Source: an optimization exercise on an open RTL-to-GDS flow (aim: small area and few clock cycles). Production flows keep margins and buffers that such runs may drop.
In this exercise RTL edits were held to simulation tests only and were not proved equivalent to the original.

## before
// block_mean_ascii_quantizer
module block_mean_ascii_quantizer #(
  parameter int MAX_WIDTH  = bmaq_pkg::MAX_WIDTH_DEF,
  parameter int BLOCK_ROWS = bmaq_pkg::BLOCK_ROWS_DEF,
  parameter int BLOCK_COLS = bmaq_pkg::BLOCK_COLS_DEF
) (
  input  wire logic                            clk_i,
  input  wire logic                            rst_ni,
  input  wire logic                            cfg_we_i,
  input  wire logic [bmaq_pkg::CFG_IDX_W-1:0]  cfg_index_i,
  input  wire logic [bmaq_pkg::CFG_DATA_W-1:0] cfg_data_i,
  input  wire logic                            s_axis_tvalid_i,
  output logic                                 s_axis_tready_o,
  input  wire logic [7:0]                      s_axis_tdata_i,    
  output logic                                 m_axis_tvalid_o,
  input  wire logic                            m_axis_tready_i,
  output logic      [7:0]                      m_axis_tdata_o,    
  output logic                                 m_axis_tlast_o,
  output logic      [0:0]                      m_axis_tuser_o     
);
  localparam int NWin  = 8;
  localparam int WinW  = $clog2(NWin);
  localparam int ColW  = $clog2(MAX_WIDTH);
  localparam int LenW  = $clog2(MAX_WIDTH - 3 * NWin);
  localparam int SubW  = (BLOCK_COLS > 1) ? $clog2(BLOCK_COLS) : 1;
  localparam int RibW  = (BLOCK_ROWS > 1) ? $clog2(BLOCK_ROWS) : 1;
  localparam int RowSW = $clog2(BLOCK_COLS * 255 + 1);
  localparam int AccW  = $clog2(BLOCK_ROWS * BLOCK_COLS * 255 + 1);
  localparam int NibW  = 4;
  localparam int StoW  = NibW * BLOCK_COLS;
  localparam int ThrW  = $clog2(228 * BLOCK_ROWS * BLOCK_COLS + 1);
  ...
export LEC_CHECK = 0
export ABC_AREA = 1
export CAP_MARGIN = 20
export CORE_MARGIN = 2
export CORE_UTILIZATION = 45
export SLEW_MARGIN = 20
create_clock -name core_clock -period 9.0 [get_ports {clk_i}]
run.sh (not shown) runs the stock make flow with config.mk's settings and CLKGATE_MAP_FILE= SYNTH_SCRIPT=/design/flow/synth_recipe.tcl, a recipe that flattens the netlist after the stock synthesis.
Testbench counts of before, summed over its fixed seeds: cycles 192,960.
Relative to before, the following input files were edited for after:
# before
export LEC_CHECK = 0
export ABC_AREA = 1
export CAP_MARGIN = 20
export CORE_MARGIN = 2
export CORE_UTILIZATION = 45
export SLEW_MARGIN = 20
create_clock -name core_clock -period 9.0 [get_ports {clk_i}]
# after
export LEC_CHECK = 0
export CAP_MARGIN = 20
export CORE_MARGIN = 2
export CORE_UTILIZATION = 45
export SLEW_MARGIN = 20
create_clock -name core_clock -period 9.0 [get_ports {clk_i}]
Findings:
after against before: area fraction in compound gates after synthesis went up; setup violation total in the final timing report went up by 4; number of well-tap cells placed shows an increase of about 0.8%; post-synthesis xor/xnor area fraction climbed 0.60 points. after completed end to end; final checks failed (setup timing). The largest family of logic cells by synthesized area comes out compound AO/OA/AOI/OAI gates in one run and simple AND/OR/NAND/NOR gates in the other, namely in after and before respectively. after supports a lower top clock frequency than before. The standard cells in after occupy more silicon area than those in before do.

block_mean_ascii_quantizer, a different RTL version from the one above (not shown whole).
==> flow/config.mk <==
export PLATFORM = sky130hd
export DESIGN_NAME = block_mean_ascii_quantizer
export DESIGN_NICKNAME = block_mean_ascii_quantizer
export VERILOG_FILES = /design/flow/design.v
export SDC_FILE = /design/flow/constraint.sdc
export NUM_CORES = 4
export LEC_CHECK = 0
export ABC_AREA = 1
export CAP_MARGIN = 20
export CORE_MARGIN = 2
export CORE_UTILIZATION = 60
export SLEW_MARGIN = 20
==> flow/constraint.sdc <==
create_clock -name core_clock -period 9.0 [get_ports {clk_i}]
set_input_delay 1.8000 -clock core_clock [delete_from_list [all_inputs] [get_ports {clk_i}]]
set_output_delay 1.8000 -clock core_clock [all_outputs]
set_load 0.01 [all_outputs]
The first run completed with no timing, DRC or antenna violations.
Testbench counts at the start, summed over its fixed seeds: cycles 192,960.
Next try:
--- a/flow/config.mk
+++ b/flow/config.mk
@@ -11,2 +11,4 @@
 export CORE_UTILIZATION = 60
+export CTS_CLUSTER_DIAMETER = 120
+export CTS_CLUSTER_SIZE = 24
 export SLEW_MARGIN = 20
=>
- die area does not change
- register-to-register slack barely changes
- area after synthesis does not change
- clock skew decreases by 18 ps
- worst hold slack is better by 36 ps
- final area falls by 5.8%

==> separate check: timing with driven ports <==
How much do the figures lean on ideal ports? The routed layouts below were timed once more, with nothing changed but the port constraints. Step 1: set_driving_cell puts a clkbuf_16 on clk_i and a buf_2 on each other input, an assumption about the parent block. Step 2 times the ports against the registers' clock, not the clock port: input delays grow and output delays shrink by t, the midpoint of the rising clock arrivals with the driver on. Slacks: ideal ports / drivers / drivers and shift; pairs: ideal ports / drivers.
| run | t, ns | setup WS [ns] | hold slack, ns | worst register clock-pin slew, ns | worst data-port slew with drivers (ns) |
|---|---|---|---|---|---|
| before | 0.836 | 0.649 / 0.649 / 0.417 | 0.285 / 0.285 / 0.285 | 0.07 / 0.07 | 0.04 |
| after | 0.852 | -0.255 / -0.255 / -0.703 | 0.279 / 0.279 / 0.279 | 0.07 / 0.07 | 0.06 |
| the first run of note 2 | 0.832 | 1.443 / 1.443 / 1.443 | 0.277 / 0.277 / 0.277 | 0.07 / 0.07 | 0.04 |
| the second run of note 2 | 0.761 | 1.431 / 1.431 / 1.431 | 0.313 / 0.313 / 0.313 | 0.11 / 0.11 | 0.04 |
For after, which loses most, drivers alone change the setup slack by 0.000 ns; drivers and shift together by -0.448 ns.
